This is an optimization exercise on Yosys and OpenROAD, whose aim is small area, a short achievable clock period and few clock cycles per item, not a production implementation.
RTL that was checked went through simulation tests only; none was proved equivalent to the original.

==> inputs of v25 <==
==> flow/design.v <==
package sdeb_pkg;
	localparam int CordicSteps = 14;
	localparam logic [15:0] HalfTurn = 16'd32768;
	localparam logic [15:0] QuarterTurn = 16'd16384;
	typedef enum logic [1:0] {
		CFG_INCREMENT = 2'd0,
		CFG_CEILING = 2'd1,
		CFG_DECAY_STEP = 2'd2
	} cfg_idx_t;
	typedef struct packed {
		logic signed [15:0] x_pos;
		logic signed [15:0] y_pos;
		logic [15:0] source_energy;
		logic frame_start;
	} in_item_t;
	typedef struct packed {
		logic [5:0] hit_bin;
		logic [8:0] peak_angle;
		logic [7:0] peak_level;
	} out_item_t;
	function automatic logic [15:0] turn_atan(input logic [3:0] i);
		logic [15:0] r;
		case (i)
			4'd0: r = 16'd8192;
			4'd1: r = 16'd4836;
			4'd2: r = 16'd2555;
			4'd3: r = 16'd1297;
			4'd4: r = 16'd651;
			4'd5: r = 16'd326;
			4'd6: r = 16'd163;
			4'd7: r = 16'd81;
			4'd8: r = 16'd41;
			4'd9: r = 16'd20;
			4'd10: r = 16'd10;
			4'd11: r = 16'd5;
			4'd12: r = 16'd3;
			4'd13: r = 16'd1;
			default: r = 16'd0;
		endcase
		turn_atan = r;
	endfunction
endpackage
module sdeb_cordic #(
	parameter logic [13:0] REG_AFTER = 14'b10_1010_1010_1010,
	parameter int SW = 1
) (
	input  logic clk,
	input  logic arst_n,
	input  logic in_valid,
	input  logic [18:0] x_in,           
	input  logic signed [18:0] y_in,    
	input  logic [SW-1:0] side_in,
	output logic out_valid,
	output logic [13:0] dirs,           
	output logic [SW-1:0] side_out
);
	function automatic int yw(input int i);
		case (i)
			0, 1, 2: yw = 19;
			3: yw = 18;
			4: yw = 16;
			default: yw = 21 - i;
		endcase
	endfunction
	logic [18:0] xs [15];
	logic [18:0] ys [15];
	logic [13:0] ds [15];
	logic vs [15];
	logic [SW-1:0] ss [15];
	assign xs[0] = x_in;
	assign ys[0] = y_in;
	assign ds[0] = '0;
	assign vs[0] = in_valid;
	assign ss[0] = side_in;
	for (genvar i = 0; i < 14; i++) begin : g_it
		localparam int WI = yw(i);
		localparam int WO = (i < 13) ? yw(i + 1) : 1;
		logic signed [WI-1:0] y;
		logic [18:0] x, xn;
		logic signed [WO-1:0] yn;
		logic [13:0] dn;
		logic s;
		assign x = xs[i];
		assign y = ys[i][WI-1:0];
		assign s = !y[WI-1];
		if (i < 12) begin : g_x
			localparam int MW = (WI - i - 1 > 0) ? WI - i - 1 : 1;
			logic [MW-1:0] m;
			logic [19:0] xa;
			assign m = MW'(y >>> i) ^ {MW{~s}};
			assign xa = {x, 1'b1} + {(19-MW)'(0), m, ~s};
			assign xn = xa[19:1];
		end else begin : g_nx
			assign xn = x;
		end
		if (i < 13) begin : g_y
			logic [WO-1:0] dy;
			logic [WO:0] ya;
			assign dy = WO'(x >> i) ^ {WO{s}};
			assign ya = {WO'(y), 1'b1} + {dy, s};
			assign yn = ya[WO:1];
		end else begin : g_ny
			assign yn = '0;
		end
		always_comb begin
			dn = ds[i];
			dn[i] = s;
		end
		if (REG_AFTER[i]) begin : g_r
			logic v_q;
			logic [18:0] x_q, y_q;
			logic [13:0] d_q;
			logic [SW-1:0] s_q;
			always_ff @(posedge clk or negedge arst_n)
				if (!arst_n) v_q <= 1'b0;
				else v_q <= vs[i];
			always_ff @(posedge clk) begin
				x_q <= xn;
				y_q <= 19'(yn);
				d_q <= dn;
				s_q <= ss[i];
			end
			assign vs[i+1] = v_q;
			assign xs[i+1] = x_q;
			assign ys[i+1] = y_q;
			assign ds[i+1] = d_q;
			assign ss[i+1] = s_q;
		end else begin : g_c
			assign vs[i+1] = vs[i];
			assign xs[i+1] = xn;
			assign ys[i+1] = 19'(yn);
			assign ds[i+1] = dn;
			assign ss[i+1] = ss[i];
		end
	end
	assign out_valid = vs[14];
	assign dirs = ds[14];
	assign side_out = ss[14];
endmodule
module sound_direction_energy_bins #(
	parameter int BIN_COUNT = 36
) (
	input  logic clk,
	input  logic arst_n,
	input  logic in_valid,
	output logic in_stall,
	input  sdeb_pkg::in_item_t in_data,
	output logic out_valid,
	input  logic out_stall,
	output sdeb_pkg::out_item_t out_data,
	input  logic cfg_we,
	input  logic [1:0] cfg_index,
	input  logic [7:0] cfg_data
);
	localparam int NB = 36;
	localparam logic [15:0] ASUM = 16'd18181;
	logic [7:0] increment_q, ceiling_q, decay_step_q;
	logic clr_q, scan_q, seek_q;
	logic [1:0] cnt_q;
	logic blocked, recirc, consume, taken;
	logic b_v, b_fs, b_head;
	logic [5:0] b_h;
	logic [7:0] b_add;
	logic v0_q, rc0_q, hd0_q, fs0_q;
	logic [15:0] x0_q, y0_q, e0_q;
	always_ff @(posedge clk or negedge arst_n)
		if (!arst_n) v0_q <= 1'b0;
		else v0_q <= recirc || (in_valid && !in_stall);
	always_ff @(posedge clk)
		if (recirc) begin
			rc0_q <= 1'b1;
			hd0_q <= b_head || !seek_q;
			x0_q <= {10'd0, b_h};
			y0_q <= in_data.y_pos;
			e0_q <= {8'd0, b_add};
			fs0_q <= b_fs;
		end else begin
			rc0_q <= 1'b0;
			hd0_q <= 1'b0;
			x0_q <= in_data.x_pos;
			y0_q <= in_data.y_pos;
			e0_q <= in_data.source_energy;
			fs0_q <= in_data.frame_start;
		end
	logic xneg, xz, yz;
	logic [15:0] ax;
	logic signed [16:0] yf;
	assign xneg = x0_q[15];
	assign xz = (x0_q == 16'd0);
	assign yz = (y0_q == 16'd0);
	assign ax = xneg ? -x0_q : x0_q;
	assign yf = xneg ? -{y0_q[15], y0_q} : {y0_q[15], y0_q};
	logic [23:0] prod;
	logic [7:0] add0;
	logic [5:0] tag0;
	assign prod = increment_q * e0_q;
	assign add0 = rc0_q ? e0_q[7:0] : prod[23:16];
	assign tag0 = rc0_q ? x0_q[5:0]
		: {2'b00, xneg, xz | yz, yz ? {1'b0, xneg} : {1'b1, y0_q[15]}};
	localparam int SW = 1 + 1 + 1 + 8 + 6;
	logic cv;
	logic [13:0] dirs;
	logic [SW-1:0] side_o;
	sdeb_cordic #(.SW(SW)) u_cordic (
		.clk(clk), .arst_n(arst_n),
		.in_valid(v0_q),
		.x_in({1'b0, ax, 2'b00}),
		.y_in({yf, 2'b00}),
		.side_in({rc0_q, hd0_q, fs0_q, add0, tag0}),
		.out_valid(cv), .dirs(dirs), .side_out(side_o)
	);
	logic c_rc, c_hd, c_fs;
	logic [7:0] c_add;
	logic [5:0] c_tag;
	assign {c_rc, c_hd, c_fs, c_add, c_tag} = side_o;
	logic [15:0] z;
	logic [19:0] z9;
	logic [5:0] hz;
	always_comb begin
		z = {c_tag[3], 15'd0} - ASUM;
		for (int i = 0; i < 14; i++)
			if (dirs[i]) z = z + {sdeb_pkg::turn_atan(4'(i)), 1'b0};
	end
	assign z9 = {4'd0, z} + {1'b0, z, 3'd0};
	assign hz = z9[19:14];
	always_ff @(posedge clk or negedge arst_n)
		if (!arst_n) b_v <= 1'b0;
		else b_v <= cv;
	logic [5:0] hn;
	always_comb begin
		if (c_rc) hn = c_tag;
		else if (!c_tag[2]) hn = hz;
		else case (c_tag[1:0])
			2'd0: hn = 6'd0;
			2'd1: hn = 6'd18;
			2'd2: hn = 6'd9;
			default: hn = 6'd27;
		endcase
	end
	always_ff @(posedge clk) begin
		b_h <= hn;
		b_add <= c_add;
		b_fs <= c_fs;
		b_head <= c_hd;
	end
	assign blocked = clr_q || scan_q || (cnt_q == 2'd2);
	assign consume = b_v && !blocked && (!seek_q || b_head);
	assign recirc = b_v && !consume;
	assign in_stall = seek_q || (b_v && blocked);
	logic [NB-1:0][8:0] bins_q;
	logic [7:0] base_q;
	logic [5:0] p_q, scnt_q, sbest_i_q, h_q, ra_q;
	logic [7:0] pl_q, sbest_q;
	logic scan_last;
	logic [8:0] dd;
	logic [9:0] bn;      
	logic [1:0] sh;      
	assign dd = b_fs ? {decay_step_q, 1'b0} : {1'b0, decay_step_q};
	assign bn = {2'b00, base_q} + {1'b0, dd};
	assign sh = consume ? bn[9:8] : 2'd0;
	logic signed [11:0] kk, c1, c2, c3, addw, bnw, ceilw, pdw;
	logic [9:0] pdt;
	logic [7:0] pd, mca;
	logic pd0, gt_d, ge_d, cgt, cge, hlt, heq;
	assign addw = {4'd0, b_add};
	assign bnw = {2'd0, bn};
	assign ceilw = {4'd0, ceiling_q};
	assign kk = addw - bnw;
	assign c1 = ceilw - kk;
	assign pdt = {2'b00, pl_q} - {1'b0, dd};
	assign pd = pdt[9] ? 8'd0 : pdt[7:0];
	assign pd0 = (pd == 8'd0);
	assign pdw = {4'd0, pd};
	assign c2 = pdw - kk;
	assign c3 = c2 - 12'sd1;
	assign mca = (b_add > ceiling_q) ? ceiling_q : b_add;
	assign gt_d = mca > pd;
	assign ge_d = mca >= pd;
	assign cgt = ceiling_q > pd;
	assign cge = ceiling_q >= pd;
	assign hlt = b_h < p_q;
	assign heq = b_h == p_q;
	logic [8:0] rs, snew;
	logic signed [11:0] rsw;
	logic [9:0] rsa;
	logic [10:0] rsk;
	logic alive, clampa, gt, ge;
	logic [7:0] lvl;
	assign rs = bins_q[ra_q];
	assign rsw = {3'd0, rs};
	assign alive = rs > bn[8:0] && !bn[9];
	assign clampa = rsw > c1;
	assign rsk = 11'(rsw + kk);
	assign rsa = {1'b0, rs} + {2'b00, b_add} - {bn[9:8], 8'd0};
	assign gt = alive ? (cgt && rsw > c2) : gt_d;
	assign ge = alive ? (cge && rsw > c3) : ge_d;
	assign lvl = !alive ? mca : clampa ? ceiling_q : rsk[7:0];
	assign snew = !alive ? {1'b0, mca} + {1'b0, bn[7:0]}
		: clampa ? {1'b0, ceiling_q} + {1'b0, bn[7:0]} : rsa[8:0];
	logic take, rescan;
	always_comb begin
		rescan = 1'b0;
		if (pd0) take = gt;
		else if (heq) begin
			take = 1'b1;
			rescan = !ge;
		end else take = hlt ? ge : gt;
	end
	logic [9:0] svt;
	logic [7:0] sval;
	assign svt = {1'b0, rs} - {2'b00, base_q};
	assign sval = (svt[9] || svt == 10'd0) ? 8'd0 : svt[7:0];
	assign scan_last = (scnt_q == 6'(NB));
	always_ff @(posedge clk)
		for (int j = 0; j < NB; j++) begin
			if (clr_q) bins_q[j] <= 9'd0;
			else if (consume && b_h == 6'(j)) bins_q[j] <= snew;
			else if (sh == 2'd1) bins_q[j] <= bins_q[j][8] ? {1'b0, bins_q[j][7:0]} : 9'd0;
			else if (sh != 2'd0) bins_q[j] <= 9'd0;
		end
	always_ff @(posedge clk or negedge arst_n)
		if (!arst_n) base_q <= 8'd0;
		else if (clr_q) base_q <= 8'd0;
		else if (consume) base_q <= bn[7:0];
	always_ff @(posedge clk)
		ra_q <= (scan_q && !scan_last) ? scnt_q : hn;
	logic [5:0] oh_q, op_q;
	logic [7:0] opl_q;
	assign out_valid = cnt_q[1] || (cnt_q[0] && !scan_q);
	assign taken = out_valid && !out_stall;
	always_ff @(posedge clk or negedge arst_n)
		if (!arst_n) begin
			clr_q <= 1'b1;
			scan_q <= 1'b0;
			seek_q <= 1'b0;
			cnt_q <= 2'd0;
			p_q <= '0;
			pl_q <= '0;
		end else begin
			clr_q <= 1'b0;
			cnt_q <= cnt_q + 2'(consume) - 2'(taken);
			if (recirc && !seek_q) seek_q <= 1'b1;
			else if (consume && b_head) seek_q <= 1'b0;
			if (consume) begin
				if (take) begin
					p_q <= b_h;
					pl_q <= lvl;
				end else if (pd == 8'd0) begin
					p_q <= '0;
					pl_q <= 8'd0;
				end else pl_q <= pd;
				scan_q <= rescan;
			end else if (scan_q && scan_last) begin
				scan_q <= 1'b0;
				if (sval > sbest_q) begin
					p_q <= 6'(NB - 1);
					pl_q <= sval;
				end else begin
					p_q <= sbest_i_q;
					pl_q <= sbest_q;
				end
			end
		end
	always_ff @(posedge clk) begin
		if (consume) h_q <= b_h;
		if (consume && cnt_q[0] && !taken) begin
			oh_q <= h_q;
			op_q <= p_q;
			opl_q <= pl_q;
		end
	end
	always_ff @(posedge clk)
		if (!scan_q) begin
			scnt_q <= '0;
			sbest_q <= '0;
			sbest_i_q <= '0;
		end else begin
			scnt_q <= scnt_q + 6'd1;
			if (scnt_q != 6'd0 && sval > sbest_q) begin
				sbest_q <= sval;
				sbest_i_q <= scnt_q - 6'd1;
			end
		end
	logic [5:0] out_p;
	assign out_p = cnt_q[1] ? op_q : p_q;
	assign out_data.hit_bin = cnt_q[1] ? oh_q : h_q;
	assign out_data.peak_angle = 9'(out_p) * 9'd10;
	assign out_data.peak_level = cnt_q[1] ? opl_q : pl_q;
	always_ff @(posedge clk or negedge arst_n) begin
		if (!arst_n) begin
			increment_q <= 8'd20;
			ceiling_q <= 8'd200;
			decay_step_q <= 8'd1;
		end else if (cfg_we) begin
			case (cfg_index)
				sdeb_pkg::CFG_INCREMENT: increment_q <= cfg_data;
				sdeb_pkg::CFG_CEILING: ceiling_q <= cfg_data;
				sdeb_pkg::CFG_DECAY_STEP: decay_step_q <= cfg_data;
				default: ;
			endcase
		end
	end
endmodule
module sdeb_top (
	input  logic clk,
	input  logic arst_n,
	input  logic in_valid,
	output logic in_stall,
	input  logic signed [15:0] in_x,
	input  logic signed [15:0] in_y,
	input  logic [15:0] in_energy,
	input  logic in_frame_start,
	output logic out_valid,
	input  logic out_stall,
	output logic [5:0] out_hit_bin,
	output logic [8:0] out_peak_angle,
	output logic [7:0] out_peak_level,
	input  logic cfg_we,
	input  logic [1:0] cfg_index,
	input  logic [7:0] cfg_data
);
	sdeb_pkg::in_item_t in_data;
	sdeb_pkg::out_item_t out_data;
	assign in_data.x_pos = in_x;
	assign in_data.y_pos = in_y;
	assign in_data.source_energy = in_energy;
	assign in_data.frame_start = in_frame_start;
	assign out_hit_bin = out_data.hit_bin;
	assign out_peak_angle = out_data.peak_angle;
	assign out_peak_level = out_data.peak_level;
	sound_direction_energy_bins #(.BIN_COUNT(36)) u_bins (
		.clk(clk), .arst_n(arst_n),
		.in_valid(in_valid), .in_stall(in_stall), .in_data(in_data),
		.out_valid(out_valid), .out_stall(out_stall), .out_data(out_data),
		.cfg_we(cfg_we), .cfg_index(cfg_index), .cfg_data(cfg_data)
	);
endmodule
==> flow/run.sh <==
#!/bin/bash
# synth_recipe.tcl (not shown) runs the flow's synth.tcl, then flattens the netlist and writes it again
# the make line also repeats each setting of config.mk as NAME=value (left out here)
make -C /OpenROAD-flow-scripts/flow DESIGN_CONFIG=/design/flow/config.mk WORK_HOME=/design/flow/orfs CLKGATE_MAP_FILE= SYNTH_SCRIPT=/design/flow/synth_recipe.tcl finish
==> flow/config.mk <==
export PLATFORM = sky130hd
export DESIGN_NAME = sdeb_top
export DESIGN_NICKNAME = sdeb_top
export VERILOG_FILES = /design/flow/design.v
export SDC_FILE = /design/flow/constraint.sdc
export NUM_CORES = 4
export LEC_CHECK = 0
export CAP_MARGIN = 20
export CORE_MARGIN = 2
export CORE_UTILIZATION = 40
export SLEW_MARGIN = 20
==> flow/constraint.sdc <==
create_clock -name core_clock -period 7.0 [get_ports {clk}]
set_input_delay 1.4000 -clock core_clock [delete_from_list [all_inputs] [get_ports {clk}]]
set_output_delay 1.4000 -clock core_clock [all_outputs]
set_load 0.01 [all_outputs]
==> v27: changes against v25 <==
==> flow/design.v, changed modules only <==
module sdeb_cordic #(
	parameter logic [13:0] REG_AFTER = 14'b11_1111_1111_1111,
	parameter int SW = 1
) (
	input  logic clk,
	input  logic arst_n,
	input  logic in_valid,
	input  logic [18:0] x_in,           
	input  logic signed [18:0] y_in,    
	input  logic [SW-1:0] side_in,
	output logic out_valid,
	output logic [13:0] dirs,           
	output logic [SW-1:0] side_out
);
	function automatic int yw(input int i);
		case (i)
			0, 1, 2: yw = 19;
			3: yw = 18;
			4: yw = 16;
			default: yw = 21 - i;
		endcase
	endfunction
	logic [18:0] xs [15];
	logic [18:0] ys [15];
	logic [13:0] ds [15];
	logic vs [15];
	logic [SW-1:0] ss [15];
	assign xs[0] = x_in;
	assign ys[0] = y_in;
	assign ds[0] = '0;
	assign vs[0] = in_valid;
	assign ss[0] = side_in;
	for (genvar i = 0; i < 14; i++) begin : g_it
		localparam int WI = yw(i);
		localparam int WO = (i < 13) ? yw(i + 1) : 1;
		logic signed [WI-1:0] y;
		logic [18:0] x, xn;
		logic signed [WO-1:0] yn;
		logic [13:0] dn;
		logic s;
		assign x = xs[i];
		assign y = ys[i][WI-1:0];
		assign s = !y[WI-1];
		if (i < 12) begin : g_x
			localparam int MW = (WI - i - 1 > 0) ? WI - i - 1 : 1;
			logic [MW-1:0] m;
			logic [19:0] xa;
			assign m = MW'(y >>> i) ^ {MW{~s}};
			assign xa = {x, 1'b1} + {(19-MW)'(0), m, ~s};
			assign xn = xa[19:1];
		end else begin : g_nx
			assign xn = x;
		end
		if (i < 13) begin : g_y
			logic [WO-1:0] dy;
			logic [WO:0] ya;
			assign dy = WO'(x >> i) ^ {WO{s}};
			assign ya = {WO'(y), 1'b1} + {dy, s};
			assign yn = ya[WO:1];
		end else begin : g_ny
			assign yn = '0;
		end
		always_comb begin
			dn = ds[i];
			dn[i] = s;
		end
		if (REG_AFTER[i]) begin : g_r
			logic v_q;
			logic [18:0] x_q, y_q;
			logic [13:0] d_q;
			logic [SW-1:0] s_q;
			always_ff @(posedge clk or negedge arst_n)
				if (!arst_n) v_q <= 1'b0;
				else v_q <= vs[i];
			always_ff @(posedge clk) begin
				x_q <= xn;
				y_q <= 19'(yn);
				d_q <= dn;
				s_q <= ss[i];
			end
			assign vs[i+1] = v_q;
			assign xs[i+1] = x_q;
			assign ys[i+1] = y_q;
			assign ds[i+1] = d_q;
			assign ss[i+1] = s_q;
		end else begin : g_c
			assign vs[i+1] = vs[i];
			assign xs[i+1] = xn;
			assign ys[i+1] = 19'(yn);
			assign ds[i+1] = dn;
			assign ss[i+1] = ss[i];
		end
	end
	assign out_valid = vs[14];
	assign dirs = ds[14];
	assign side_out = ss[14];
endmodule
module sound_direction_energy_bins #(
	parameter int BIN_COUNT = 36
) (
	input  logic clk,
	input  logic arst_n,
	input  logic in_valid,
	output logic in_stall,
	input  sdeb_pkg::in_item_t in_data,
	output logic out_valid,
	input  logic out_stall,
	output sdeb_pkg::out_item_t out_data,
	input  logic cfg_we,
	input  logic [1:0] cfg_index,
	input  logic [7:0] cfg_data
);
	localparam int NB = 36;
	localparam logic [15:0] ASUM = 16'd18181;
	logic [7:0] increment_q, ceiling_q, decay_step_q;
	logic clr_q, scan_q, seek_q;
	logic [1:0] cnt_q;
	logic blocked, recirc, consume, taken;
	logic b_v, b_fs, b_head;
	logic [5:0] b_h;
	logic [7:0] b_add;
	logic v0_q, rc0_q, hd0_q, fs0_q;
	logic [15:0] x0_q, y0_q, e0_q;
	always_ff @(posedge clk or negedge arst_n)
		if (!arst_n) v0_q <= 1'b0;
		else v0_q <= recirc || (in_valid && !in_stall);
	always_ff @(posedge clk)
		if (recirc) begin
			rc0_q <= 1'b1;
			hd0_q <= b_head || !seek_q;
			x0_q <= {10'd0, b_h};
			y0_q <= in_data.y_pos;
			e0_q <= {8'd0, b_add};
			fs0_q <= b_fs;
		end else begin
			rc0_q <= 1'b0;
			hd0_q <= 1'b0;
			x0_q <= in_data.x_pos;
			y0_q <= in_data.y_pos;
			e0_q <= in_data.source_energy;
			fs0_q <= in_data.frame_start;
		end
	logic xneg, xz, yz;
	logic [15:0] ax;
	logic signed [16:0] yf;
	assign xneg = x0_q[15];
	assign xz = (x0_q == 16'd0);
	assign yz = (y0_q == 16'd0);
	assign ax = xneg ? -x0_q : x0_q;
	assign yf = xneg ? -{y0_q[15], y0_q} : {y0_q[15], y0_q};
	logic [23:0] prod;
	logic [7:0] add0;
	logic [5:0] tag0;
	assign prod = increment_q * e0_q;
	assign add0 = rc0_q ? e0_q[7:0] : prod[23:16];
	assign tag0 = rc0_q ? x0_q[5:0]
		: {2'b00, xneg, xz | yz, yz ? {1'b0, xneg} : {1'b1, y0_q[15]}};
	localparam int SW = 1 + 1 + 1 + 8 + 6;
	logic cv;
	logic [13:0] dirs;
	logic [SW-1:0] side_o;
	sdeb_cordic #(.SW(SW)) u_cordic (
		.clk(clk), .arst_n(arst_n),
		.in_valid(v0_q),
		.x_in({1'b0, ax, 2'b00}),
		.y_in({yf, 2'b00}),
		.side_in({rc0_q, hd0_q, fs0_q, add0, tag0}),
		.out_valid(cv), .dirs(dirs), .side_out(side_o)
	);
	logic c_rc, c_hd, c_fs;
	logic [7:0] c_add;
	logic [5:0] c_tag;
	assign {c_rc, c_hd, c_fs, c_add, c_tag} = side_o;
	logic [15:0] z;
	logic [19:0] z9;
	logic [5:0] hz;
	always_comb begin
		z = {c_tag[3], 15'd0} - ASUM;
		for (int i = 0; i < 14; i++)
			if (dirs[i]) z = z + {sdeb_pkg::turn_atan(4'(i)), 1'b0};
	end
	assign z9 = {4'd0, z} + {1'b0, z, 3'd0};
	assign hz = z9[19:14];
	always_ff @(posedge clk or negedge arst_n)
		if (!arst_n) b_v <= 1'b0;
		else b_v <= cv;
	always_ff @(posedge clk) begin
		if (c_rc) b_h <= c_tag;
		else if (!c_tag[2]) b_h <= hz;
		else case (c_tag[1:0])
			2'd0: b_h <= 6'd0;
			2'd1: b_h <= 6'd18;
			2'd2: b_h <= 6'd9;
			default: b_h <= 6'd27;
		endcase
		b_add <= c_add;
		b_fs <= c_fs;
		b_head <= c_hd;
	end
	assign blocked = clr_q || scan_q || (cnt_q == 2'd2);
	assign consume = b_v && !blocked && (!seek_q || b_head);
	assign recirc = b_v && !consume;
	assign in_stall = seek_q || (b_v && blocked);
	logic [NB-1:0][8:0] bins_q;
	logic [7:0] base_q;
	logic [5:0] p_q, scnt_q, sbest_i_q, h_q;
	logic [7:0] pl_q, sbest_q;
	logic [8:0] dd;
	logic [9:0] bn;      
	logic [1:0] sh;      
	assign dd = scan_q ? 9'd0 : b_fs ? {decay_step_q, 1'b0} : {1'b0, decay_step_q};
	assign bn = {2'b00, base_q} + {1'b0, dd};
	assign sh = consume ? bn[9:8] : 2'd0;
	logic [5:0] raddr;
	logic [8:0] rs, snew;
	logic [7:0] vd, pd, lvl;
	logic [10:0] vdt;
	logic [9:0] pdt;
	logic [8:0] sum;
	assign raddr = scan_q ? scnt_q : b_h;
	assign rs = bins_q[raddr];
	assign vdt = {2'b00, rs} - {1'b0, bn};
	assign vd = (vdt[10] || vdt[9:0] == 10'd0) ? 8'd0 : vdt[7:0];
	assign pdt = {2'b00, pl_q} - {1'b0, dd};
	assign pd = pdt[9] ? 8'd0 : pdt[7:0];
	assign sum = {1'b0, vd} + {1'b0, b_add};
	assign lvl = (sum > {1'b0, ceiling_q}) ? ceiling_q : sum[7:0];
	assign snew = {1'b0, lvl} + {1'b0, bn[7:0]};
	logic take, rescan;
	always_comb begin
		take = 1'b0;
		rescan = 1'b0;
		if (pd == 8'd0) take = (lvl != 8'd0);
		else if (b_h == p_q) begin
			take = 1'b1;
			rescan = (lvl < pd);
		end else take = (lvl > pd) || ((lvl == pd) && (b_h < p_q));
	end
	always_ff @(posedge clk)
		for (int j = 0; j < NB; j++) begin
			if (clr_q) bins_q[j] <= 9'd0;
			else if (consume && b_h == 6'(j)) bins_q[j] <= snew;
			else if (sh == 2'd1) bins_q[j] <= bins_q[j][8] ? {1'b0, bins_q[j][7:0]} : 9'd0;
			else if (sh != 2'd0) bins_q[j] <= 9'd0;
		end
	always_ff @(posedge clk or negedge arst_n)
		if (!arst_n) base_q <= 8'd0;
		else if (clr_q) base_q <= 8'd0;
		else if (consume) base_q <= bn[7:0];
	logic [5:0] oh_q, op_q;
	logic [7:0] opl_q;
	assign out_valid = cnt_q[1] || (cnt_q[0] && !scan_q);
	assign taken = out_valid && !out_stall;
	always_ff @(posedge clk or negedge arst_n)
		if (!arst_n) begin
			clr_q <= 1'b1;
			scan_q <= 1'b0;
			seek_q <= 1'b0;
			cnt_q <= 2'd0;
			p_q <= '0;
			pl_q <= '0;
		end else begin
			clr_q <= 1'b0;
			cnt_q <= cnt_q + 2'(consume) - 2'(taken);
			if (recirc && !seek_q) seek_q <= 1'b1;
			else if (consume && b_head) seek_q <= 1'b0;
			if (consume) begin
				if (take) begin
					p_q <= b_h;
					pl_q <= lvl;
				end else if (pd == 8'd0) begin
					p_q <= '0;
					pl_q <= 8'd0;
				end else pl_q <= pd;
				scan_q <= rescan;
			end else if (scan_q) begin
				if (scnt_q == 6'(NB - 1)) begin
					scan_q <= 1'b0;
					if (vd > sbest_q) begin
						p_q <= scnt_q;
						pl_q <= vd;
					end else begin
						p_q <= sbest_i_q;
						pl_q <= sbest_q;
					end
				end
			end
		end
	always_ff @(posedge clk) begin
		if (consume) h_q <= b_h;
		if (consume && cnt_q[0] && !taken) begin
			oh_q <= h_q;
			op_q <= p_q;
			opl_q <= pl_q;
		end
	end
	always_ff @(posedge clk)
		if (!scan_q) begin
			scnt_q <= '0;
			sbest_q <= '0;
			sbest_i_q <= '0;
		end else begin
			scnt_q <= scnt_q + 6'd1;
			if (vd > sbest_q) begin
				sbest_q <= vd;
				sbest_i_q <= scnt_q;
			end
		end
	logic [5:0] out_p;
	assign out_p = cnt_q[1] ? op_q : p_q;
	assign out_data.hit_bin = cnt_q[1] ? oh_q : h_q;
	assign out_data.peak_angle = 9'(out_p) * 9'd10;
	assign out_data.peak_level = cnt_q[1] ? opl_q : pl_q;
	always_ff @(posedge clk or negedge arst_n) begin
		if (!arst_n) begin
			increment_q <= 8'd20;
			ceiling_q <= 8'd200;
			decay_step_q <= 8'd1;
		end else if (cfg_we) begin
			case (cfg_index)
				sdeb_pkg::CFG_INCREMENT: increment_q <= cfg_data;
				sdeb_pkg::CFG_CEILING: ceiling_q <= cfg_data;
				sdeb_pkg::CFG_DECAY_STEP: decay_step_q <= cfg_data;
				default: ;
			endcase
		end
	end
endmodule
==> notes.md <==
item	v27	v25
Run status	finished with violations	finished with violations
Reasons for failing layout checks	setup timing	setup timing
Ant. Diodes	2	3
Growth of design area from synthesis to finish	26.4%	19.9%
Setup slack after layout	-2.52 ns	-0.223 ns
Util after Layout	50.8%	48.2%
Seq/Total Area, Yosys	41.5%	31.3%
Slowest CP cell	or4_4	dfxtp_4
Synthesized area divided by synthesized cell count	9.85 um^2	9.14 um^2
Count of cells resized by post-cts repair	198	79
Layout clock area frac	6.32%	5.06%
Worst R2R Start	u_bins.scan_q$_DFF_PN0_	u_bins.u_cordic.g_it[13].g_r.d_q[2]$_DFF_P_
Count of vias placed by the detailed router	45,800	45,400
Starting utilization of the core area	40.1%	40.2%
Detailed placement HPWL	103 mm	111 mm
Testbench counts of v25, summed over its fixed seeds: cycles 2,480, items 2,400.
The RTL of v27 was laid out without a check of its function.

## what the ideal ports hide
In the flow no input, the clock included, has a driving cell. The finished layouts below were timed again as built, in two steps. Step 1 (the two cells are an assumption about what drives the block):
set clk [get_ports {clk}]
set_driving_cell -lib_cell sky130_fd_sc_hd__clkbuf_16 $clk
set_driving_cell -lib_cell sky130_fd_sc_hd__buf_2 [delete_from_list [all_inputs] $clk]
Step 2, shift: input delay + t, output delay - t, t = (earliest + latest rising clock arrival at the registers) / 2. This alone moves slack from input paths to output paths. a / b / c = ideal / step 1 / step 2; a / b = the first two.
run | t (ns) | slack for setup (ns) | worst setup path at the end
v25 | 0.789 | -0.223 / -0.223 / -0.223 | register to register
v27 | 0.847 | -2.516 / -2.516 / -2.516 | register to register
